Context: an optimization exercise on an open-source flow, tuned for small area and a short achievable clock period. The choices shown serve that exercise and are no tape-out recipe. RTL that was checked went through simulation tests only; none was proved equivalent to the original. The RTL of runs 3 to 5 was laid out without a check of its function. Power figures rest on the tool's default switching activity, not on a simulated workload.

[run.sh]
#!/bin/bash
# synth_recipe.tcl (not shown) runs the flow's synth.tcl, then flattens the netlist and writes it again
# the make line also repeats each setting of config.mk as NAME=value (left out here)
make -C /OpenROAD-flow-scripts/flow DESIGN_CONFIG=/design/flow/config.mk WORK_HOME=/design/flow/orfs CLKGATE_MAP_FILE= SYNTH_SCRIPT=/design/flow/synth_recipe.tcl finish
[config.mk]
export PLATFORM = sky130hd
export DESIGN_NAME = pmu_ahb
export DESIGN_NICKNAME = pmu_ahb
export VERILOG_FILES = /design/flow/design.v
export SDC_FILE = /design/flow/constraint.sdc
export NUM_CORES = 4
export LEC_CHECK = 0
export CAP_MARGIN = 20
export CORE_MARGIN = 2
export CORE_UTILIZATION = 60
export SETUP_SLACK_MARGIN = 2.5
export SLEW_MARGIN = 20
export SYNTH_HIERARCHICAL = 1
export SYNTH_MINIMUM_KEEP_SIZE = 0
[constraint.sdc]
create_clock -name core_clock -period 5.0 [get_ports {clk_i}]
set_input_delay 1.0000 -clock core_clock [delete_from_list [all_inputs] [get_ports {clk_i}]]
set_output_delay 1.0000 -clock core_clock [all_outputs]
set_load 0.01 [all_outputs]
[design.v]
package pmu_pkg;
    typedef enum logic [1:0] {
        HTRANS_IDLE   = 2'b00,
        HTRANS_BUSY   = 2'b01,
        HTRANS_NONSEQ = 2'b10,
        HTRANS_SEQ    = 2'b11
    } htrans_t;
    typedef enum logic {
        HRESP_OKAY  = 1'b0,
        HRESP_ERROR = 1'b1
    } hresp_t;
    typedef logic [32-1:0] reg_word_t;
    typedef logic [$clog2(12)-1:0] reg_idx_t;
    typedef logic [9-1:0] event_vec_t;
    typedef reg_word_t [12-1:0] reg_bank_t;
endpackage
module pmu_cnt_slice4 (
    input  logic       e,
    input  logic       P,
    input  logic       h,
    input  logic       we,
    input  logic [3:0] q,
    input  logic [3:0] w,
    output logic [3:0] d,
    output logic       g
);
    logic       T;
    logic [3:0] tn;
    pmu_and2 u_t (.a(e), .b(P), .y(T));
    assign tn[0] = ~T;
    pmu_nand2 u_n1 (.a(T), .b(q[0]), .y(tn[1]));
    pmu_nand3 u_n2 (.a(T), .b(q[0]), .c(q[1]), .y(tn[2]));
    pmu_nand4 u_n3 (.a(T), .b(q[0]), .c(q[1]), .d(q[2]), .y(tn[3]));
    for (genvar i = 0; i < 4; i++) begin : g_b
        pmu_cnt_bit u_b (.tn(tn[i]), .h(h), .we(we), .q(q[i]), .w(w[i]), .d(d[i]));
    end
    assign g = &q;
endmodule
module pmu_cnt_bit (
    input  logic tn,
    input  logic h,
    input  logic we,
    input  logic q,
    input  logic w,
    output logic d
);
    assign d = (h & ~(q ^ tn)) | (we & w);
endmodule
module pmu_and2 (input logic a, input logic b, output logic y);
    assign y = a & b;
endmodule
module pmu_nand2 (input logic a, input logic b, output logic y);
    assign y = ~(a & b);
endmodule
module pmu_nand3 (input logic a, input logic b, input logic c, output logic y);
    assign y = ~(a & b & c);
endmodule
module pmu_nand4 (input logic a, input logic b, input logic c, input logic d, output logic y);
    assign y = ~(a & b & c & d);
endmodule
module pmu_cnt_carry (
    input  logic [7:0] g,
    output logic [7:0] P
);
    assign P[0] = 1'b1;
    for (genvar j = 1; j < 8; j++) begin : g_p
        assign P[j] = &g[j-1:0];
    end
endmodule
module pmu_aoi222 (
    input  logic [2:0] a,
    input  logic [2:0] b,
    output logic       y
);
    assign y = ~|(a & b);
endmodule
module pmu_rd_bit (
    input  logic [11:0] d,
    input  logic [11:0] s,
    output logic        y
);
    logic [3:0] p;
    for (genvar i = 0; i < 4; i++) begin : g_p
        pmu_aoi222 u_aoi (
            .a (d[3*i +: 3]),
            .b (s[3*i +: 3]),
            .y (p[i])
        );
    end
    assign y = ~&p;
endmodule
module pmu_ahb (
    input  logic                       clk_i,
    input  logic                       rstn_i,
    input  logic                       hsel_i,
    input  logic                       hreadyi_i,
    input  logic [32-1:0] haddr_i,
    input  logic                       hwrite_i,
    input  logic [1:0]                 htrans_i,
    input  logic [32-1:0]   hwdata_i,
    output logic                       hreadyo_o,
    output logic                       hresp_o,
    output logic [32-1:0]   hrdata_o,
    input  logic [9-1:0]  events_i,
    output logic                       intr_overflow_o
);
    localparam int W  = 32;
    localparam int NC = 9;
    logic       addr_valid;
    logic [3:0] addr_idx;
    logic       dp_wr_q;
    logic [3:0] dp_idx_q;
    assign addr_valid = hsel_i && hreadyi_i && htrans_i[1];
    assign addr_idx   = haddr_i[5:2];
    always_ff @(posedge clk_i or negedge rstn_i) begin
        if (!rstn_i) begin
            dp_wr_q  <= 1'b0;
            dp_idx_q <= '0;
        end else begin
            dp_wr_q  <= addr_valid && hwrite_i && (addr_idx < 4'd12);
            dp_idx_q <= addr_idx;
        end
    end
    logic [11:0] wr;
    for (genvar i = 0; i < 12; i++) begin : g_wr
        assign wr[i] = dp_wr_q && (dp_idx_q == 4'(i));
    end
    logic [W-1:0]  cfg_q, cfg_d;
    logic [W-1:0]  cnt_q [NC];
    logic [W-1:0]  cnt_d [NC];
    logic [W-1:0]  st_q, st_d;
    logic [W-1:0]  mask_q, mask_d;
    logic [NC-1:0] wrap;
    logic en, clr;
    assign en  = cfg_q[0];
    assign clr = cfg_q[1];
    for (genvar k = 0; k < NC; k++) begin : g_cnt
        logic       hold, ev;
        logic [7:0] grp, P;
        assign hold    = !wr[1+k] && !clr;
        assign ev      = en && events_i[k];
        assign wrap[k] = ev && hold && (&grp);
        pmu_cnt_carry u_carry (
            .g (grp),
            .P (P)
        );
        for (genvar j = 0; j < 8; j++) begin : g_slice
            pmu_cnt_slice4 u_slice (
                .e  (ev),
                .P  (P[j]),
                .h  (hold),
                .we (wr[1+k]),
                .q  (cnt_q[k][4*j +: 4]),
                .w  (hwdata_i[4*j +: 4]),
                .d  (cnt_d[k][4*j +: 4]),
                .g  (grp[j])
            );
        end
    end
    assign cfg_d  = wr[0]  ? hwdata_i : cfg_q;
    assign st_d   = (wr[10] ? hwdata_i : st_q) | W'(wrap);
    assign mask_d = wr[11] ? hwdata_i : mask_q;
    logic [11:0]  rsel;
    logic [W-1:0] rd_d, rd_q;
    for (genvar i = 0; i < 12; i++) begin : g_rsel
        assign rsel[i] = (addr_idx == 4'(i));
    end
    for (genvar b = 0; b < W; b++) begin : g_rd
        logic [11:0] col;
        assign col[0]  = cfg_d[b];
        for (genvar k = 0; k < NC; k++) begin : g_col
            assign col[1+k] = cnt_d[k][b];
        end
        assign col[10] = st_d[b];
        assign col[11] = mask_d[b];
        pmu_rd_bit u_rd (
            .d (col),
            .s (rsel),
            .y (rd_d[b])
        );
    end
    logic intr_q;
    always_ff @(posedge clk_i or negedge rstn_i) begin
        if (!rstn_i) begin
            cfg_q  <= '0;
            st_q   <= '0;
            mask_q <= '0;
            rd_q   <= '0;
            intr_q <= 1'b0;
        end else begin
            cfg_q  <= cfg_d;
            st_q   <= st_d;
            mask_q <= mask_d;
            rd_q   <= rd_d;
            intr_q <= |(st_d[NC-1:0] & mask_d[NC-1:0]);
        end
    end
    for (genvar k = 0; k < NC; k++) begin : g_cnt_ff
        always_ff @(posedge clk_i or negedge rstn_i) begin
            if (!rstn_i) cnt_q[k] <= '0;
            else         cnt_q[k] <= cnt_d[k];
        end
    end
    assign hrdata_o        = rd_q;
    assign intr_overflow_o = intr_q;
    assign hreadyo_o       = 1'b1;
    assign hresp_o         = 1'b0;
endmodule
==> results.yml, run 1 <==
worst_setup_path:
  worst_setup_path_start_kind: "register"
  r2r-start: "dp_wr_q$_DFF_PN0_"
  r2r_end: "rd_q[7]$_DFF_PN0_"
  worstPathMaxFanout: 32
  criticalPathCategory: "reg2reg"
  worstPathArrival_ps: 3230
  r2r_cells: 7
  reg2reg_setup_slack_ps: 2140
  required_ps: 5380
  worst_setup_path_end_kind: "register"
sta:
  relSlewSlack_pct: 26.07
  clock_skew_ps: 17.76
  drv_slew: 0
  setup_viol: 0
  grt_setup_unrepaired: "yes"
  fin_crit_sh_pct: 57.17
  hold_viol_final: 0
  min_period_ps: 2858
  worst_pin_slew_ps: 1109
  tns_ps: 0
  worst_slack_ps: 2142
  max_freq_mhz: 349.9
  holdWs_ps: 476.1
status:
  status: "finished clean"
final_layout:
  final_common_cell: "dfrtp_1"
  syn2layout_area_growth_pct: 24.74
  diodes: 0
  layout_common_cells: "409 x dfrtp_1, 288 x a22o_1, 284 x xnor2_1"
  nFillCells: 2430
  multi_input_area_um2: 11530
  final_nets: 2357
  seq_area_um2: 10580
  drive_gt1_share_pct: 23.02
  utilization_pct: 75.45
synthesis:
  synth_cell_types: 39
  ys_ff_latch: 422
  syn_area_per_cell_um2: 11.24
  syn-cell-area_um2: 21930
  seq_area_frac_synth_pct: 48.15
  synth_fp_nets: 2031
  yosys_warnings: 10
  synth_cells: 1951
clock_tree:
  cts_buffer_depth: 3
  clk_latency_ps: 590
  cts_max_level: 2
  cts_buffers: 46
  cts_tree: "yes"
  cts_root_buf: "clkbuf_16"
  hold_buffers: 0
  path_clk_slew_ps: 60
  clock_sinks: 422
power:
  p_switching_uw: 1980
  pwr-share-comb_pct: 10.8
  finalPower_uw: 7650
  swShare_pct: 25.89
  power_frac_clock_pct: 42.6
  power_density_nw_per_um2: 279.6
  power.leakage_uw: 0.01163
  pwr-share-seq_pct: 46.7
  ir_drop_mv: 0.2980
  p_int_uw: 5670
routing:
  avgViaCountPerCell: 7.206
  ant_nets: 0
  dr.first_iter.drc_count: 3038
  routedWlPerCell_um: 29.87
  wl_mm: 82.89
  drc_errors: 0
  vias: 20000
  drtPass1Iterations: 10
min_path:
  hold_path_startpoint: "st_q[30]$_DFF_PN0_"
  min_path_type: "reg2reg"
  hold_path_end: "st_q[30]$_DFF_PN0_"
  hold_depth: 2
global_route:
  grt_pass1_wl_mm: 119.6
  grt_pass1_vias: 19070
  gr-usage-all-layers_pct: 42.22
  grt_max_degree: 123
  grt_overflow: 0
  antenna_found_initial: 1
floorplanning:
  top_level_ports: 115
  fp-row-count: 70
  core_area_um2: 36260
  start_util_pct: 60.48
  die_h_um: 195.2
  die_area_um2: 38100
  die_w_um: 195.2
placed_design:
  gp_congestion: 0.9174
  portBuffers: 83
  post-place-ws_ps: 1090
  hpwl_mm: 48.55
flow_run:
  maxCapViolCount: 0
-- registers in the layout, indices dropped and copies added, names as in the netlist --
name / cells
mask_q: 32
dp_wr_q: 1
cfg_q: 32
cnt_q: 288
st_q: 32
intr_q: 1
rd_q: 32
dp_idx_q: 4
-- per-module statistics from Yosys, one instance, submodules excluded, excerpt --
module / cell area (um^2) / copies in the design / flops+latches
pmu_nand4: 6.256 / 72 / 0
pmu_cnt_bit: 17.52 / 288 / 0
pmu_and2: 6.256 / 72 / 0
pmu_rd_bit: 6.256 / 32 / 0
pmu_ahb: 12400 / 1 / 422
pmu_nand2: 3.754 / 72 / 0
-- per-layer routing --
layer  global-route usage [%]  share of wire, %  wire length (um)
met1                    56.43                37             30820
met2                    62.99                44             36820
met3                    12.26                13             10960
met4                    21.63               5.2              4270
met5                        0             0.017                14
-- cells by family after synthesis --
| group | after synthesis | synth area share (%) |
|---|---|---|
| XOR/XNOR | 288 | 11.50 |
| flip-flops | 422 | 48.15 |
| AND/OR/NAND/NOR | 618 | 16.44 |
| buffers and inverters | 114 | 2.448 |
| multiplexers | 67 | 3.418 |
| AO/OA/AOI/OAI | 431 | 17.85 |
| other | 11 | 0.1883 |
-- worst max-delay path, stage by stage, from the launching register on --
cell and delay (ps):
dfrtp_2 460, buf_4 160, nand2b_2 210, nor2_2 70, buf_4 270, a22o_1 320
a222oi_1 890, nand4_1 260
-- worst max-delay path by stage --
stage,from,endpoint,slack [ps],cells past startpoint
after floorplan,haddr_i[5],rd_q[0]$_DFF_PN0_,2500,4
after global routing,dp_wr_q$_DFF_PN0_,rd_q[7]$_DFF_PN0_,2140,7
after CTS,cnt_q[7][3]$_DFF_PN0_,rd_q[23]$_DFF_PN0_,2350,10
after detailed placement,events_i[4],rd_q[7]$_DFF_PN0_,1090,8
after global placement,events_i[4],rd_q[7]$_DFF_PN0_,1140,8
final,dp_wr_q$_DFF_PN0_,rd_q[7]$_DFF_PN0_,2140,7
-- Yosys cell counts --
library cell  count  area share, %
and4_4            9           0.46
a31oi_1           5           0.14
nor2_2            2          0.057
or2_1             1          0.029
and2_1           97            2.8
conb_1           11           0.19
buf_2             6           0.14
nor4_1            1          0.029
a222oi_1        129            5.9
nand3b_2          1          0.051
mux2i_1           7           0.32
a21boi_1          1          0.034
buf_4            23           0.79
nand3b_1          1          0.034
o22a_1            1          0.040
nand2_1         161            2.8
mux2_2           59            3.0
clkbuf_1          3          0.051
and3_1           18           0.51
or3b_2            1          0.040
a21boi_0          2          0.068
xnor2_1         288             12
a41oi_1           1          0.040
dfrtp_1         422             48
a2111oi_2         1          0.068
nand4_1         116            3.3
a22o_1          288             12
and4_1           94            3.8
nand2b_1          6           0.17
inv_1            80            1.4
nand3_1          79            1.8
mux2_4            1          0.068
a21oi_1           3          0.068
nor2b_1           2          0.057
or4_1             1          0.034
nor3_1           10           0.23
buf_6             2           0.10
nor3b_1           2          0.068
nor2_1           16           0.27
-- power groups by stage --
stage          combinational [uW]  sequential [uW]  clock [uW]
2_1_floorplan                 254             3620           0
3_3_place_gp                  602             3630           0
3_5_place_dp                  612             3630           0
4_1_cts                       748             3570        3260
5_1_grt                       852             3580        3390
6_report                      823             3570        3260
-- through the flow --
stage,std cells,area [um^2]
final,2775,27360
after global routing,2775,27360
after CTS,2718,26660
after detailed placement,2505,23680
after global placement,2505,23680
after floorplan,1951,22080
-- what timing repair did --
action,CTS,global route
hold endpoints to repair,0,0
setup buffers,125,54
gates resized for setup,192,78
pin swaps,114,114
setup endpoints to repair,50,34
cloned,10,3
-- cell type report --
class | instances | share of cell area (%)
clock inverters | 7 | 0.1418
clock buffers | 71 | 4.958
inverters | 80 | 1.134
repair buffers | 305 | 10.79
flip-flops and latches | 422 | 38.68
well taps | 468 | 2.141
multi-input cells | 1422 | 42.15
==> inputs of run 2 (changes only) <==
==> flow/run.sh (new file) <==
#!/bin/bash
set -euo pipefail
bash standard.sh "BUFFER_PORTS_ARGS=-buffer_cell sky130_fd_sc_hd__buf_2" finish > standard.log 2>&1
==> standard.sh (new file) <==
#!/bin/bash
# synth_recipe.tcl (not shown) runs the flow's synth.tcl, then flattens the netlist and writes it again
# the make line also repeats each setting of config.mk as NAME=value (left out here)
make -C /OpenROAD-flow-scripts/flow DESIGN_CONFIG=/design/flow/config.mk WORK_HOME=/design/flow/orfs CLKGATE_MAP_FILE= SYNTH_SCRIPT=/design/flow/synth_recipe.tcl "${@:-finish}"
removed: run.sh
==> run 2 against run 1 <==
Critical path depth is 2 higher. First-iteration DRC count down 1.0%. Non-clock buffer count grew 2. Clock power grew 11%. Worst hold slack worse by 49 ps. Largest cell class unchanged. Highest routed layer unchanged.
==> results.yml, run 2 <==
synthesis:
  syn-cell-area_um2: 21930
  synth.most_common_cell: "dfrtp_1"
  synth_cell_types: 39
  synth_commonest_cells: "422 x dfrtp_1, 288 x a22o_1, 288 x xnor2_1"
  yosys_warnings: 10
  synthTopCellsByArea: "dfrtp_1 48%, a22o_1 12%, xnor2_1 12%"
  synth_edf_count: 0
  syn_area_per_cell_um2: 11.24
  synth_top_area_share_pct: 48.15
  ys_ff_latch: 422
  yosys.area.top_type: "dfrtp_1"
  synth_ff_type: "dfrtp_1"
  synth_cells: 1951
  async_flop_share_pct: 100.0
  synth_fp_nets: 2031
  seq_area_frac_synth_pct: 48.15
clock_tree:
  cts_buffers: 46
  cts_root_buf: "clkbuf_16"
  path_clk_slew_ps: 60
  cts_max_level: 2
  cts_buffer_depth: 3
  cts_tree: "yes"
  clk_latency_ps: 590
  clock_sinks: 422
  hold_buffers: 0
final_layout:
  multi_input_area_um2: 11590
  drive_gt1_share_pct: 26.87
  layout_common_cells: "411 x dfrtp_1, 286 x a22o_1, 284 x xnor2_1"
  final_nets: 2356
  final_common_cell: "dfrtp_1"
  largest_reg_flops: 288
  seq_area_um2: 10580
  fin_area_um2: 27210
  syn2layout_area_growth_pct: 24.07
  nFillCells: 2448
  max_flop_register: "cnt_q"
worst_setup_path:
  worst_setup_path_end_kind: "register"
  worstPathArrival_ps: 3070
  required_ps: 5420
  criticalPathCategory: "reg2reg"
  worst_setup_path_start_kind: "register"
  r2r_cells: 9
  worstPathMaxFanout: 4
routing:
  drc_errors: 0
  routedWlPerCell_um: 31.28
  wl_mm: 87.03
  ant_nets: 0
  vias: 20070
  avgViaCountPerCell: 7.216
  dr.first_iter.drc_count: 3007
  drtPass1Iterations: 9
global_route:
  grtUsageMet1_pct: 59.28
  grt_overflow: 0
  grt_use_met2_pct: 62.82
  grt_pass1_wl_mm: 122.4
  grt_max_degree: 100
  grt_pass1_vias: 19250
  antenna_found_initial: 3
  met3_usage_pct: 13.18
  top_usage_layer: "met2"
  gr-usage-all-layers_pct: 43.78
sta:
  setup_viol: 0
  relSlewSlack_pct: 30.42
  drv_slew: 0
  fin_crit_sh_pct: 52.95
  tns_ps: 0
  min_period_ps: 2648
  hold_viol_final: 0
  worst_pin_slew_ps: 1044
  max_freq_mhz: 377.7
  clock_skew_ps: 15.17
  grt_setup_unrepaired: "yes"
power:
  p_switching_uw: 2067
  power_frac_clock_pct: 45.1
  pwr-share-comb_pct: 10.4
  pwr-share-seq_pct: 44.5
  ir_drop_mv: 0.2828
  power.leakage_uw: 0.01175
  swShare_pct: 25.79
  p_int_uw: 5949
  power_density_nw_per_um2: 294.6
min_path:
  min_path_type: "in2async"
placed_design:
  portBuffers: 83
  hpwl_mm: 49.26
  gp_congestion: 0.9292
  placed_cell_area_um2: 23230
floorplanning:
  fp-row-count: 70
  start_util_pct: 60.48
  die_area_um2: 38100
  die_w_um: 195.2
  top_level_ports: 115
  core_area_um2: 36260
  die_h_um: 195.2
flow_run:
  maxCapViolCount: 0
status:
  status: "finished clean"
run 2: cell counts after synthesis:
No cell type changed its count.
run 2: final timing paths:
path | from | end | slack [ps]
max in group asynchronous | rstn_i | dp_idx_q[3]$_DFF_PN0_ | 3460
setup reg to reg | cnt_q[7][7]$_DFF_PN0_ | rd_q[28]$_DFF_PN0_ | 2350
setup / recovery | cnt_q[7][7]$_DFF_PN0_ | rd_q[28]$_DFF_PN0_ | 2350
hold / removal | rstn_i | cnt_q[8][24]$_DFF_PN0_ | 430
hold reg to reg | st_q[20]$_DFF_PN0_ | st_q[20]$_DFF_PN0_ | 470
min in group core_clock | st_q[20]$_DFF_PN0_ | st_q[20]$_DFF_PN0_ | 470
run 2: logic make-up (layout without fill, tap and decap cells):
| family | count (synthesis) | after routing | synth area share [%] |
|---|---|---|---|
| other | 11 | 14 | 0.1883 |
| muxes | 67 | 67 | 3.418 |
| buffers and inverters | 114 | 470 | 2.448 |
| DFF | 422 | 422 | 48.15 |
| AOI/OAI and AO/OA | 431 | 431 | 17.85 |
| xor gates and xnor gates | 288 | 288 | 11.50 |
| and+or+nand+nor | 618 | 622 | 16.44 |
run 2: modules after synthesis, one instance, submodules excluded, excerpt:
| module | cells | cell area [um^2] |
|---|---|---|
| pmu_cnt_carry | 9 | 63.81 |
| pmu_cnt_bit | 2 | 17.52 |
| pmu_cnt_slice4 | 2 | 12.51 |
| pmu_aoi222 | 1 | 10.01 |
| pmu_and2 | 1 | 6.256 |
| pmu_nand4 | 1 | 6.256 |
| pmu_nand3 | 1 | 5.005 |
| pmu_nand2 | 1 | 3.754 |
run 2: through the flow:
stage / utilization (%) / instances / total power (uW) / hold slack, ps / setup WS, ps
6_report: 75.03 / 2782 / 8016 / 426.8 / 2353
5_1_grt: 75.01 / 2779 / 8171 / 493.4 / 2273
4_1_cts: 71.99 / 2697 / 7859 / 476.5 / 2455
3_5_place_dp: 64.08 / 2502 / 4216 / 460.4 / 1475
3_3_place_gp: 64.08 / 2502 / 4201 / 455.2 / 1452
2_1_floorplan: - / 1951 / 3870 / 441.5 / 2503
run 2: timing repair:
action,4_1_cts,5_1_grt
endpoints found under the setup margin,136,33
resized for setup,151,98
cloned,7,4
buffers inserted,105,76
hold endpoints to repair,0,0
pin swaps,79,149
run 2: worst max-delay path, cell delays in order, from the launching register on:
cell      delay, ps
dfrtp_1         380
and4_4          290
and4_4          260
and4_1          190
and2_4          160
inv_1            50
xnor2_1         120
a22o_1          210
a222oi_1        580
nand4_1         230
run 2: power groups by stage:
stage          sequential [uW]  combinational (uW)  clock [uW]
2_1_floorplan             3620                 254           0
3_3_place_gp              3620                 577           0
3_5_place_dp              3630                 586           0
4_1_cts                   3560                 691        3600
5_1_grt                   3570                 856        3740
6_report                  3560                 837        3610
run 2: layout make-up:
type,count,share of cell area [%]
clock buffer,75,5.417
timing repair buffer,307,9.358
multi-input combinational,1419,42.61
inverter,80,1.131
tap,468,2.152
sequential,422,38.87
antenna,3,0.02759
clock inverter,8,0.4323
run 2: per-layer routing:
| layer | vias to the layer above | share of wire, % |
|---|---|---|
| met3 | 374 | 15 |
| met1 | 9841 | 37 |
| met2 | 1591 | 41 |
| met5 | - | 0.051 |
| met4 | 6 | 7.0 |
| li1 | 8262 | - |
==> inputs of run 3 (changes only) <==
--- a/design.v
+++ b/design.v
@@ -15,8 +15,7 @@
     typedef reg_word_t [12-1:0] reg_bank_t;
 endpackage
 module pmu_cnt_slice4 (
-    input  logic       e,
-    input  logic       P,
+    input  logic       T,
     input  logic       h,
     input  logic       we,
     input  logic [3:0] q,
@@ -24,48 +23,25 @@
     output logic [3:0] d,
     output logic       g
 );
-    logic       T;
-    logic [3:0] tn;
-    pmu_and2 u_t (.a(e), .b(P), .y(T));
-    assign tn[0] = ~T;
-    pmu_nand2 u_n1 (.a(T), .b(q[0]), .y(tn[1]));
-    pmu_nand3 u_n2 (.a(T), .b(q[0]), .c(q[1]), .y(tn[2]));
-    pmu_nand4 u_n3 (.a(T), .b(q[0]), .c(q[1]), .d(q[2]), .y(tn[3]));
-    for (genvar i = 0; i < 4; i++) begin : g_b
-        pmu_cnt_bit u_b (.tn(tn[i]), .h(h), .we(we), .q(q[i]), .w(w[i]), .d(d[i]));
-    end
+    logic [3:0] t;
+    assign t[0] = T;
+    assign t[1] = T & q[0];
+    assign t[2] = T & q[0] & q[1];
+    assign t[3] = T & q[0] & q[1] & q[2];
+    assign d = ((h ? q : 4'd0) | (we ? w : 4'd0)) ^ t;
     assign g = &q;
 endmodule
-module pmu_cnt_bit (
-    input  logic tn,
-    input  logic h,
-    input  logic we,
-    input  logic q,
-    input  logic w,
-    output logic d
+module pmu_cnt_carry (
+    input  logic       tick,
+    input  logic [7:0] g,
+    output logic [7:0] T,
+    output logic       wrap
 );
-    assign d = (h & ~(q ^ tn)) | (we & w);
-endmodule
-module pmu_and2 (input logic a, input logic b, output logic y);
-    assign y = a & b;
-endmodule
-module pmu_nand2 (input logic a, input logic b, output logic y);
-    assign y = ~(a & b);
-endmodule
-module pmu_nand3 (input logic a, input logic b, input logic c, output logic y);
-    assign y = ~(a & b & c);
-endmodule
-module pmu_nand4 (input logic a, input logic b, input logic c, input logic d, output logic y);
-    assign y = ~(a & b & c & d);
-endmodule
-module pmu_cnt_carry (
-    input  logic [7:0] g,
-    output logic [7:0] P
-);
-    assign P[0] = 1'b1;
-    for (genvar j = 1; j < 8; j++) begin : g_p
-        assign P[j] = &g[j-1:0];
+    assign T[0] = tick;
+    for (genvar j = 1; j < 8; j++) begin : g_t
+        assign T[j] = tick & (&g[j-1:0]);
     end
+    assign wrap = tick & (&g);
 endmodule
 module pmu_aoi222 (
     input  logic [2:0] a,
@@ -135,19 +111,19 @@
     assign en  = cfg_q[0];
     assign clr = cfg_q[1];
     for (genvar k = 0; k < NC; k++) begin : g_cnt
-        logic       hold, ev;
-        logic [7:0] grp, P;
-        assign hold    = !wr[1+k] && !clr;
-        assign ev      = en && events_i[k];
-        assign wrap[k] = ev && hold && (&grp);
+        logic       hold, tick;
+        logic [7:0] grp, T;
+        assign hold = !wr[1+k] && !clr;
+        assign tick = hold && en && events_i[k];
         pmu_cnt_carry u_carry (
-            .g (grp),
-            .P (P)
+            .tick (tick),
+            .g    (grp),
+            .T    (T),
+            .wrap (wrap[k])
         );
         for (genvar j = 0; j < 8; j++) begin : g_slice
             pmu_cnt_slice4 u_slice (
-                .e  (ev),
-                .P  (P[j]),
+                .T  (T[j]),
                 .h  (hold),
                 .we (wr[1+k]),
                 .q  (cnt_q[k][4*j +: 4]),
==> run.sh (new file) <==
#!/bin/bash
# synth_recipe.tcl (not shown) runs the flow's synth.tcl, then flattens the netlist and writes it again
# the make line also repeats each setting of config.mk as NAME=value (left out here)
make -C /OpenROAD-flow-scripts/flow DESIGN_CONFIG=/design/flow/config.mk WORK_HOME=/design/flow/orfs CLKGATE_MAP_FILE= SYNTH_SCRIPT=/design/flow/synth_recipe.tcl finish
--- a/config.mk
+++ b/config.mk
@@ -7,8 +7,8 @@
 export LEC_CHECK = 0
 export CAP_MARGIN = 20
 export CORE_MARGIN = 2
-export CORE_UTILIZATION = 60
-export SETUP_SLACK_MARGIN = 2.5
+export CORE_UTILIZATION = 40
+export SETUP_SLACK_MARGIN = 3.0
 export SLEW_MARGIN = 20
 export SYNTH_HIERARCHICAL = 1
 export SYNTH_MINIMUM_KEEP_SIZE = 0
removed: flow/run.sh
removed: standard.sh
==> run 3 against run 2 <==
Still clean on timing, DRC and antenna. Worst hold slack improved by 36 ps. Synthesized area decreased by 2.6%. Count of clock-buffer cells in the layout unchanged. Utilization decreased by 17 points. Register-to-register slack got worse by 420 ps. Die area increased by 45%.
==> results.yml, run 3 <==
status:
  status: "finished clean"
synthesis:
  synthTopCellsByArea: "dfrtp_1 49%, xor2_1 8.9%, a22oi_1 7.6%"
  yosys_warnings: 10
  synth_cells: 1919
  synth.most_common_cell: "dfrtp_1"
  synth_commonest_cells: "422 x dfrtp_1, 269 x nand2_1, 217 x a22oi_1"
  synth_fp_nets: 1999
  synth_edf_count: 0
  syn-cell-area_um2: 21370
  seq_area_frac_synth_pct: 49.42
  async_flop_share_pct: 100.0
  synth_top_area_share_pct: 49.42
  syn_area_per_cell_um2: 11.13
  ys_ff_latch: 422
  synth_ff_type: "dfrtp_1"
  synth_cell_types: 49
  yosys.area.top_type: "dfrtp_1"
final_layout:
  diodes: 0
  largest_reg_flops: 288
  max_flop_register: "cnt_q"
  utilization_pct: 57.61
  syn2layout_area_growth_pct: 41.97
  final_nets: 2424
  final_common_cell: "dfrtp_1"
  final_cell_count_no_fill: 3072
  layout_common_cells: "416 x dfrtp_1, 243 x nand2_1, 187 x buf_4"
  drive_gt1_share_pct: 39.35
sta:
  setup_viol: 0
  min_period_ps: 3106
  tns_ps: 0
  fin_crit_sh_pct: 62.11
  grt_setup_unrepaired: "yes"
  clock_skew_ps: 18.83
  max_freq_mhz: 322.0
  hold_viol_final: 0
  holdWs_ps: 462.6
  drv_slew: 0
  relSlewSlack_pct: 27.10
  worst_pin_slew_ps: 1093
global_route:
  grt_pass1_wl_mm: 125.7
  grt_pass1_vias: 19770
  gr-usage-all-layers_pct: 29.83
  grt_overflow: 0
  antenna_found_initial: 1
  grt_max_degree: 102
routing:
  drc_errors: 0
  drtPass1Iterations: 10
  wl_mm: 89.39
  avgViaCountPerCell: 6.664
  wl_met3_mm: 10.23
  dr.first_iter.drc_count: 2986
  top_layer: "met4"
  dr_wl_met2_mm: 40.19
  routedWlPerCell_um: 29.10
  vias: 20470
  drt-met1-wl_mm: 33.62
  ant_nets: 0
floorplanning:
  fp-row-count: 84
  die_w_um: 235.1
  top_level_ports: 115
  start_util_pct: 40.58
  die_area_um2: 55280
  core_area_um2: 52660
  die_h_um: 235.1
clock_tree:
  path_clk_slew_ps: 60
  cts_max_level: 2
  cts_tree: "yes"
  clock_sinks: 422
  cts_buffers: 49
  cts_buffer_depth: 3
  cts_root_buf: "clkbuf_16"
  clk_latency_ps: 610
worst_setup_path:
  crit_start: "hwdata_i[8]"
  worst_setup_path_start_kind: "primary input"
  r2r-start: "dp_idx_q[0]$_DFF_PN0_"
  criticalPathCategory: "in2reg"
  worstPathArrival_ps: 3540
  required_ps: 5440
  r2r_end: "rd_q[8]$_DFF_PN0_"
  crit_path_end: "rd_q[8]$_DFF_PN0_"
  worst_setup_path_end_kind: "register"
  worstPathMaxFanout: 13
  reg2reg_setup_slack_ps: 1930
  r2r_cells: 13
power:
  finalPower_uw: 8362
  ir_drop_mv: 0.2455
  power.leakage_uw: 0.01231
  power_density_nw_per_um2: 275.7
flow_run:
  maxCapViolCount: 0
placed_design:
  hpwl_mm: 51.19
  gp_congestion: 0.9221
  portBuffers: 83
  dp_cells: 2703
min_path:
  min_path_type: "in2async"
## run 3: worst min path at each step
| stage | end | cells past startpoint |
|---|---|---|
| detailed placement | mask_q[10]$_DFF_PN0_ | 2 |
| global placement | mask_q[26]$_DFF_PN0_ | 2 |
| finish | cnt_q[3][8]$_DFF_PN0_ | 1 |
| CTS | mask_q[10]$_DFF_PN0_ | 2 |
| floorplan | mask_q[10]$_DFF_PN0_ | 2 |
| global route | mask_q[27]$_DFF_PN0_ | 2 |
## run 3: timing repair
item,4_1_cts,5_1_grt
setup buffers,172,91
pin swaps,174,194
resized for setup,441,234
hold buffers,0,0
cloned,13,1
hold endpoints to repair,0,0
setup endpoints to repair,450,355
## run 3: per-module statistics from Yosys (local to each module, per instance)
module / times used / cells
pmu_aoi222: 128 / 1
pmu_ahb: 1 / 778
pmu_rd_bit: 32 / 1
pmu_cnt_carry: 9 / 13
pmu_cnt_slice4: 72 / 12
## run 3: critical path, cell delays in order
cell	delay, ps
clkdlybuf4s50_1	870
a22oi_1	470
xnor2_1	190
a222oi_1	780
nand4_1	220
## run 3: through the flow
step           area, um^2  worst slack [ps]
2_1_floorplan       21760              2050
3_3_place_gp        23700             833.2
3_5_place_dp        23700             855.0
4_1_cts             28310              2169
5_1_grt             30340              1967
6_report            30340              1894
## run 3: kinds of logic after synthesis
logic type,Yosys count,share of synthesized area (%)
AO/OA/AOI/OAI,441,18.67
XOR/XNOR,288,11.80
buffers and inverters,57,1.411
flip-flops,422,49.42
multiplexers,34,1.803
other,2,0.03515
AND/OR/NAND/NOR,675,16.86
## run 3: final cells by class
class / count / area [um^2]
sequential: 422 / 10570
inverter: 22 / 125.1
fill: 4076 / 22320
tap: 688 / 860.8
timing repair buffer: 402 / 4140
multi-input combinational: 1447 / 12980
clock inverter: 16 / 168.9
clock buffer: 75 / 1486
## run 3: power breakdown
group | internal [uW] | total [uW] | switching [uW]
logic | 364 | 990 | 625
clock network | 2200 | 3760 | 1550
registers | 3540 | 3610 | 71.2
## run 3: per-layer routing
metal / vias up / track usage, %
met5: - / 0
met4: 0 / 15.02
met3: 340 / 5.957
met1: 10380 / 39.90
met2: 1398 / 46.19
li1: 8357 / -
==> inputs of run 4 (changes only) <==
==> design.v (replaced) <==
package pmu_pkg;
    typedef enum logic [1:0] {
        HTRANS_IDLE   = 2'b00,
        HTRANS_BUSY   = 2'b01,
        HTRANS_NONSEQ = 2'b10,
        HTRANS_SEQ    = 2'b11
    } htrans_t;
    typedef enum logic {
        HRESP_OKAY  = 1'b0,
        HRESP_ERROR = 1'b1
    } hresp_t;
    typedef logic [32-1:0] reg_word_t;
    typedef logic [$clog2(12)-1:0] reg_idx_t;
    typedef logic [9-1:0] event_vec_t;
    typedef reg_word_t [12-1:0] reg_bank_t;
endpackage
module pmu_ahb (
    input  logic                       clk_i,
    input  logic                       rstn_i,
    input  logic                       hsel_i,
    input  logic                       hreadyi_i,
    input  logic [32-1:0] haddr_i,
    input  logic                       hwrite_i,
    input  logic [1:0]                 htrans_i,
    input  logic [32-1:0]   hwdata_i,
    output logic                       hreadyo_o,
    output logic                       hresp_o,
    output logic [32-1:0]   hrdata_o,
    input  logic [9-1:0]  events_i,
    output logic                       intr_overflow_o
);
    localparam int W  = 32;
    localparam int NC = 9;
    logic       addr_valid;
    logic [3:0] addr_idx;
    logic       dp_wr_q;
    logic [3:0] dp_idx_q;
    assign addr_valid = hsel_i && hreadyi_i && htrans_i[1];
    assign addr_idx   = haddr_i[5:2];
    always_ff @(posedge clk_i or negedge rstn_i) begin
        if (!rstn_i) begin
            dp_wr_q  <= 1'b0;
            dp_idx_q <= '0;
        end else begin
            dp_wr_q  <= addr_valid && hwrite_i && (addr_idx < 4'd12);
            dp_idx_q <= addr_idx;
        end
    end
    logic [11:0] wr;
    for (genvar i = 0; i < 12; i++) begin : g_wr
        assign wr[i] = dp_wr_q && (dp_idx_q == 4'(i));
    end
    logic [W-1:0]  cfg_q, cfg_d;
    logic [W-1:0]  cnt_q [NC];
    logic [W-1:0]  cnt_d [NC];
    logic [W-1:0]  st_q, st_d;
    logic [W-1:0]  mask_q, mask_d;
    logic [NC-1:0] wrap;
    logic en, clr;
    assign en  = cfg_q[0];
    assign clr = cfg_q[1];
    for (genvar k = 0; k < NC; k++) begin : g_cnt
        logic bump;
        assign bump    = en && !clr && events_i[k];
        assign wrap[k] = bump && !wr[1+k] && (&cnt_q[k]);
        always_comb begin
            if (wr[1+k])  cnt_d[k] = hwdata_i;
            else if (clr) cnt_d[k] = '0;
            else          cnt_d[k] = cnt_q[k] + W'(bump);
        end
    end
    assign cfg_d  = wr[0]  ? hwdata_i : cfg_q;
    assign st_d   = (wr[10] ? hwdata_i : st_q) | W'(wrap);
    assign mask_d = wr[11] ? hwdata_i : mask_q;
    logic [W-1:0] rd_d, rd_q;
    always_comb begin
        case (addr_idx)
            4'd0:    rd_d = cfg_d;
            4'd1:    rd_d = cnt_d[0];
            4'd2:    rd_d = cnt_d[1];
            4'd3:    rd_d = cnt_d[2];
            4'd4:    rd_d = cnt_d[3];
            4'd5:    rd_d = cnt_d[4];
            4'd6:    rd_d = cnt_d[5];
            4'd7:    rd_d = cnt_d[6];
            4'd8:    rd_d = cnt_d[7];
            4'd9:    rd_d = cnt_d[8];
            4'd10:   rd_d = st_d;
            4'd11:   rd_d = mask_d;
            default: rd_d = '0;
        endcase
    end
    logic intr_q;
    always_ff @(posedge clk_i or negedge rstn_i) begin
        if (!rstn_i) begin
            cfg_q  <= '0;
            st_q   <= '0;
            mask_q <= '0;
            rd_q   <= '0;
            intr_q <= 1'b0;
        end else begin
            cfg_q  <= cfg_d;
            st_q   <= st_d;
            mask_q <= mask_d;
            rd_q   <= rd_d;
            intr_q <= |(st_d[NC-1:0] & mask_d[NC-1:0]);
        end
    end
    for (genvar k = 0; k < NC; k++) begin : g_cnt_ff
        always_ff @(posedge clk_i or negedge rstn_i) begin
            if (!rstn_i) cnt_q[k] <= '0;
            else         cnt_q[k] <= cnt_d[k];
        end
    end
    assign hrdata_o        = rd_q;
    assign intr_overflow_o = intr_q;
    assign hreadyo_o       = 1'b1;
    assign hresp_o         = 1'b0;
endmodule
--- a/config.mk
+++ b/config.mk
@@ -8,7 +8,4 @@
 export CAP_MARGIN = 20
 export CORE_MARGIN = 2
 export CORE_UTILIZATION = 40
-export SETUP_SLACK_MARGIN = 3.0
 export SLEW_MARGIN = 20
-export SYNTH_HIERARCHICAL = 1
-export SYNTH_MINIMUM_KEEP_SIZE = 0
==> run 4 against run 3 <==
Non-clock buffer count shrank 203. Worst setup slack got worse by 970 ps. Critical path type is now reg2reg. Power is 1.4% higher. Sequential power is 1% lower. Sequential cell count did not move. Synthesized area is 12% higher.
==> results.yml, run 4 <==
sta:
  worst_slack_ps: 920.3
  clock_skew_ps: 23.62
  setup_viol: 0
  drv_slew: 0
  tns_ps: 0
  worst_pin_slew_ps: 1228
  hold_viol_final: 0
  min_period_ps: 4080
  max_freq_mhz: 245.1
  relSlewSlack_pct: 17.09
  grt_setup_unrepaired: "no"
  fin_crit_sh_pct: 81.59
final_layout:
  final_nets: 2791
  syn2layout_area_growth_pct: 16.86
  nFillCells: 5498
  final_cell_count_no_fill: 3507
  largest_reg_flops: 288
  fin_area_um2: 27850
  layout_common_cells: "460 x nand2_1, 421 x dfrtp_1, 245 x o21ai_0"
  seq_area_um2: 10560
  final_common_cell: "nand2_1"
  multi_input_area_um2: 12590
  max_flop_register: "cnt_q"
  drive_gt1_share_pct: 12.11
  diodes: 0
global_route:
  antenna_found_initial: 1
  grt_overflow: 0
  gr-usage-all-layers_pct: 33.21
  grt_pass1_wl_mm: 148.4
  grt_pass1_vias: 21770
  grt_max_degree: 104
synthesis:
  synth_xor_area_share_pct: 9.812
  synth_cells: 2612
  synth_commonest_cells: "460 x nand2_1, 422 x dfrtp_1, 246 x o21ai_0"
  synth_top_area_share_pct: 44.31
  synth.most_common_cell: "nand2_1"
  synth_fp_nets: 2710
  synth_edf_count: 0
  synth_cell_types: 88
  synth_top_family_by_area: "simple AND/OR/NAND/NOR gates"
  synthTopCellsByArea: "dfrtp_1 44%, nand2_1 7.2%, xor2_1 5.3%"
  ys_ff_latch: 422
  yosys_warnings: 3
  synthMuxAreaShare_pct: 3.780
  synth_compound_area_share_pct: 14.86
  synth_ff_type: "dfrtp_1"
  seq_area_frac_synth_pct: 44.31
  synthAdderAreaFrac_pct: 0.9450
  yosys.area.top_type: "dfrtp_1"
  syn-cell-area_um2: 23830
  syn_area_per_cell_um2: 9.124
  synth-simple-area-share_pct: 22.73
  async_flop_share_pct: 100.0
clock_tree:
  cts_resized: 0
  clock_sinks: 422
  clk_latency_ps: 620
  cts_root_buf: "clkbuf_16"
  path_clk_slew_ps: 60
  cts_buffers: 49
  postCtsSetupRepairBufs: 0
  cts_buffer_depth: 3
  cts_max_level: 2
  hold_buffers: 0
  cts_tree: "yes"
placed_design:
  placed_cell_area_um2: 25970
  hpwl_mm: 75.93
  dp_cells: 3415
  post-place-ws_ps: 565.5
  gp_congestion: 1.027
  portBuffers: 83
worst_setup_path:
  worst_setup_path_start_kind: "register"
  required_ps: 5430
  worstPathArrival_ps: 4510
  worst_setup_path_end_kind: "register"
  r2r_end: "rd_q[27]$_DFF_PN0_"
  criticalPathCategory: "reg2reg"
  r2r_cells: 10
  reg2reg_setup_slack_ps: 920
  r2r-start: "cfg_q[1]$_DFF_PN0_"
  worstPathMaxFanout: 8
routing:
  dr.first_iter.drc_count: 2870
  wl_mm: 102.0
  vias: 22400
  drc_errors: 0
  ant_nets: 0
  drtPass1Iterations: 7
  avgViaCountPerCell: 6.387
  routedWlPerCell_um: 29.08
power:
  ir_drop_mv: 0.2944
  power.leakage_uw: 0.01115
  finalPower_uw: 8482
  power_density_nw_per_um2: 304.5
floorplanning:
  fp-row-count: 89
  core_area_um2: 58910
  top_level_ports: 115
  die_h_um: 248.1
  die_area_um2: 61550
  start_util_pct: 40.46
  die_w_um: 248.1
status:
  status: "finished clean"
flow_run:
  maxCapViolCount: 0
min_path:
  min_path_type: "in2async"
run 4: cell types whose count changed after synthesis, sizes merged, moves of 36 or more:
cell	change
a22o	+47
xor2	-72
xnor2	+51
clkbuf	+112
nand2	+193
a222oi	-122
nor2	+64
and4	-37
a22oi	-252
mux2	+36
nand3	+61
o21ai	+246
run 4: area by class of cell:
cell class,instances,area share [%]
timing repair buffer,199,6.263
clock buffer,66,5.216
clock inverter,26,1.527
inverter,30,0.4043
multi-input combinational,1991,45.20
sequential,422,37.92
tap,773,3.473
run 4: through the flow:
step | hold slack (ps) | utilization, %
after floorplan | 441.5 | -
after global placement | 459.8 | 44.08
after CTS | 434.6 | 47.27
final | 394.8 | 47.28
after global routing | 445.8 | 47.28
after detailed placement | 468.9 | 44.08
run 4: metal layers:
metal | share of wire [%] | global-route usage, % | wire length (um)
met1 | 39 | 45.29 | 40220
met2 | 44 | 50.22 | 44490
met3 | 12 | 8.026 | 11960
met4 | 5.2 | 14.53 | 5306
met5 | 0 | 0 | 0
run 4: critical path, stage by stage, from the launching register on:
cell	delay, ps
dfrtp_2	400
nor2b_1	380
buf_4	280
and2_1	180
ha_1	250
nand3_1	240
nor4_1	660
xnor2_1	340
o22ai_1	230
a221oi_1	660
o2111ai_1	280
run 4: cell families after synthesis:
kind of cell	after synthesis
xor gates and xnor gates	267
adders and majority gates	18
buffers and inverters	199
and+or+nand+nor	1090
DFF	422
muxes	81
AOI/OAI and AO/OA	533
other	2
run 4: worst max-delay path by stage:
stage                       startpoint  slack, ps                  to
CTS                 cfg_q[1]$_DFF_PN0_       1110  rd_q[31]$_DFF_PN0_
global placement            haddr_i[2]        610  rd_q[24]$_DFF_PN0_
finish              cfg_q[1]$_DFF_PN0_        920  rd_q[27]$_DFF_PN0_
detailed placement          haddr_i[3]        570  rd_q[20]$_DFF_PN0_
floorplan                  events_i[3]       1700  rd_q[20]$_DFF_PN0_
global route        cfg_q[1]$_DFF_PN0_        820  rd_q[25]$_DFF_PN0_
run 4: power by group:
| group | internal, uW | switching (uW) | total, uW | leakage [uW] |
|---|---|---|---|---|
| sequential | 3520 | 48.2 | 3570 | 0.00569 |
| combinational | 211 | 504 | 714 | 0.00454 |
| clock | 2610 | 1590 | 4200 | 0.000915 |
| total | 6340 | 2150 | 8480 | 0.0111 |
==> inputs of run 5 (changes only) <==
--- a/config.mk
+++ b/config.mk
@@ -8,4 +8,5 @@
 export CAP_MARGIN = 20
 export CORE_MARGIN = 2
 export CORE_UTILIZATION = 40
+export SETUP_SLACK_MARGIN = 2.5
 export SLEW_MARGIN = 20
==> run 5 against run 4 <==
First-iteration DRC count decreased by 2.9%. Global-route usage increased by 2.8 points. Worst setup slack improved by 1000 ps. Sequential share of layout area decreased by 6.3 points. Synthesized cell count unchanged. Via count increased by 6.3%. Cell count increased by 6.7%. Clock power decreased by 1%. Power increased by 1.4%. Non-clock buffer count increased by 234. Worst hold slack improved by 69 ps. Sequential power about the same. Largest cell class unchanged.
==> results.yml, run 5 <==
final_layout:
  largest_reg_flops: 288
  final_nets: 3031
  utilization_pct: 56.64
  final_common_cell: "nand2_1"
  layout_common_cells: "430 x nand2_1, 417 x dfrtp_1, 252 x buf_4"
  syn2layout_area_growth_pct: 39.99
  max_flop_register: "cnt_q"
  diodes: 0
  nFillCells: 4986
  drive_gt1_share_pct: 32.66
worst_setup_path:
  worstPathArrival_ps: 3500
  worst_setup_path_end_kind: "register"
  crit_family: "compound AO/OA/AOI/OAI gates"
  path_cells: "buf_6, or2b_4, nor2_4, buf_12, buf_4, mux2_2, a221oi_4, o211ai_1, a2111oi_4, o2111ai_2"
  slowest_stage: "dfrtp_2"
  slowest_delay_ps: 450
  worst_setup_path_start_kind: "register"
  required_ps: 5470
  criticalPathCategory: "reg2reg"
  path_buf_inv: 3
  worstPathMaxFanout: 8
sta:
  max_freq_mhz: 329.6
  drv_slew: 0
  min_period_ps: 3034
  fin_crit_sh_pct: 60.69
  tns_ps: 0
  worst_pin_slew_ps: 1035
  relSlewSlack_pct: 31.01
  clock_skew_ps: 36.91
  grt_setup_unrepaired: "yes"
  hold_viol_final: 0
  setup_viol: 0
clock_tree:
  cts_buffers: 51
  hold_buffers: 0
  cts_buffer_depth: 3
  clk_latency_ps: 620
  cts_max_level: 2
  cts_tree: "yes"
  clock_sinks: 422
  cts_root_buf: "clkbuf_16"
  path_clk_slew_ps: 60
synthesis:
  synth_top_area_share_pct: 44.31
  async_flop_share_pct: 100.0
  synth_commonest_cells: "460 x nand2_1, 422 x dfrtp_1, 246 x o21ai_0"
  ys_ff_latch: 422
  synth_fp_nets: 2710
  synthTopCellsByArea: "dfrtp_1 44%, nand2_1 7.2%, xor2_1 5.3%"
  seq_area_frac_synth_pct: 44.31
  synth.most_common_cell: "nand2_1"
  synth_edf_count: 0
  synth_cells: 2612
  synth_ff_type: "dfrtp_1"
  syn_area_per_cell_um2: 9.124
  yosys_warnings: 3
  syn-cell-area_um2: 23830
  yosys.area.top_type: "dfrtp_1"
  synth_cell_types: 88
placed_design:
  gp_congestion: 1.040
  portBuffers: 83
  hpwl_mm: 77.96
floorplanning:
  fp-row-count: 89
  core_area_um2: 58910
  start_util_pct: 40.46
  die_h_um: 248.1
  die_area_um2: 61550
  die_w_um: 248.1
  top_level_ports: 115
routing:
  wl_mm: 112.0
  dr.first_iter.drc_count: 2787
  vias: 23820
  avgViaCountPerCell: 6.363
  routedWlPerCell_um: 29.92
  dr_wl_met2_mm: 49.33
  drc_errors: 0
  top_layer: "met5"
  drtPass1Iterations: 7
  wl_met3_mm: 13.08
  ant_nets: 0
  drt-met1-wl_mm: 42.03
global_route:
  grt_pass1_wl_mm: 159.8
  grt_overflow: 0
  grt_max_degree: 112
  gr-usage-all-layers_pct: 36.01
  grt_pass1_vias: 23480
  antenna_found_initial: 3
power:
  power.leakage_uw: 0.01386
  ir_drop_mv: 0.2630
  power_density_nw_per_um2: 257.7
flow_run:
  maxCapViolCount: 0
min_path:
  min_path_type: "in2async"
status:
  status: "finished clean"
run 5: cell counts after synthesis:
No cell type changed its count.
run 5: path summary, 6_finish.rpt:
kind | cells past startpoint | endpoint | startpoint | slack [ps]
hold reg to reg | 2 | mask_q[14]$_DFF_PN0_ | mask_q[14]$_DFF_PN0_ | 470
hold / removal | 1 | cnt_q[1][0]$_DFF_PN0_ | rstn_i | 460
max in group asynchronous | 2 | cnt_q[5][25]$_DFF_PN0_ | rstn_i | 3290
setup / recovery | 10 | rd_q[21]$_DFF_PN0_ | dp_idx_q[0]$_DFF_PN0_ | 1970
min in group core_clock | 2 | mask_q[14]$_DFF_PN0_ | mask_q[14]$_DFF_PN0_ | 470
setup reg to reg | 10 | rd_q[21]$_DFF_PN0_ | dp_idx_q[0]$_DFF_PN0_ | 1970
run 5: area by class of cell:
type	count	area, um^2	area share (%)
well taps	773	967.2	2.899
clock inverters	17	315.3	0.9451
repair buffers	433	4090	12.26
multi-input cells	1995	15770	47.28
clock buffers	73	1531	4.590
flip-flops and latches	422	10570	31.67
inverters	30	120.1	0.3600
run 5: kinds of logic (layout without fill, tap and decap cells):
group	after synthesis	in the layout	synth area share, %
and+or+nand+nor	1090	1094	22.73
AOI/OAI and AO/OA	533	533	14.86
DFF	422	422	44.31
xor gates and xnor gates	267	267	9.812
buffers and inverters	199	553	3.533
muxes	81	81	3.780
adders and majority gates	18	18	0.9450
other	2	2	0.03151
run 5: metrics by stage:
step	std cells	area (um^2)	worst slack (ps)	total power [uW]	hold slack, ps
finish	3743	33360	1966	8597	464.3
detailed placement	3414	26370	606.8	4342	463.8
global route	3743	33360	1861	8787	503.9
CTS	3683	31870	2062	8562	476.3
floorplan	2612	24360	1896	3927	441.5
global placement	3414	26370	615.8	4326	465.1
run 5: power by group:
| part | internal [uW] | switching [uW] | leakage [uW] |
|---|---|---|---|
| logic | 297 | 576 | 0.00726 |
| registers | 3520 | 53.7 | 0.00569 |
| clock network | 2570 | 1580 | 0.000906 |
| total | 6390 | 2210 | 0.0139 |
run 5: per-layer routing:
metal | global-route usage, % | vias to the layer above
met5 | 0 | -
met4 | 18.42 | 4
met3 | 11.10 | 378
met2 | 55.12 | 1461
met1 | 45.97 | 11920
li1 | - | 10060
run 5: repair_timing:
| item | 4_1_cts | 5_1_grt |
|---|---|---|
| setup buffers | 172 | 59 |
| gates cloned | 7 | 1 |
| endpoints found under the setup margin | 259 | 94 |
| gates resized for setup | 490 | 211 |
| pin swaps | 184 | 129 |

-- separate check: timing with driven ports --
The flow's constraints put no driver on any port. The routed layouts listed below were extracted and timed again, unchanged, in two steps. Step 1 sets driving cells, clkbuf_16 on the clock port and buf_2 on the other inputs (assumed; they add their load-dependent delay and slew). Step 2 adds t to the input delays and takes it off the output delays; t is the mean of the earliest and latest rising clock arrival at the registers after step 1. Input paths then give back, and output paths get back, about the clock's delay inside the block. Three values: ideal, step 1, step 2; two values: the first two.
| run | shift t [ns] | setup slack, ns | clock arrival spread, ns | slew at the worst register clock pin (ns) | worst data-port slew with drivers (ns) |
|---|---|---|---|---|---|
| run 1 | 0.639 | 2.142 / 2.142 / 1.544 | 0.018 / 0.017 | 0.06 / 0.06 | 0.07 |
| run 2 | 0.644 | 2.353 / 2.353 / 1.747 | 0.016 / 0.016 | 0.06 / 0.06 | 0.18 |
| run 3 | 0.661 | 1.894 / 1.929 / 1.273 | 0.019 / 0.019 | 0.07 / 0.07 | 0.05 |
| run 4 | 0.663 | 0.920 / 0.920 / 0.467 | 0.029 / 0.029 | 0.07 / 0.07 | 0.06 |
| run 5 | 0.661 | 1.966 / 1.966 / 1.373 | 0.037 / 0.037 | 0.07 / 0.07 | 0.05 |
After both steps setup and hold are still met in every run listed. The setup slack of run 3, which loses most, moves by +0.035 ns with the drivers and by -0.621 ns with both steps.
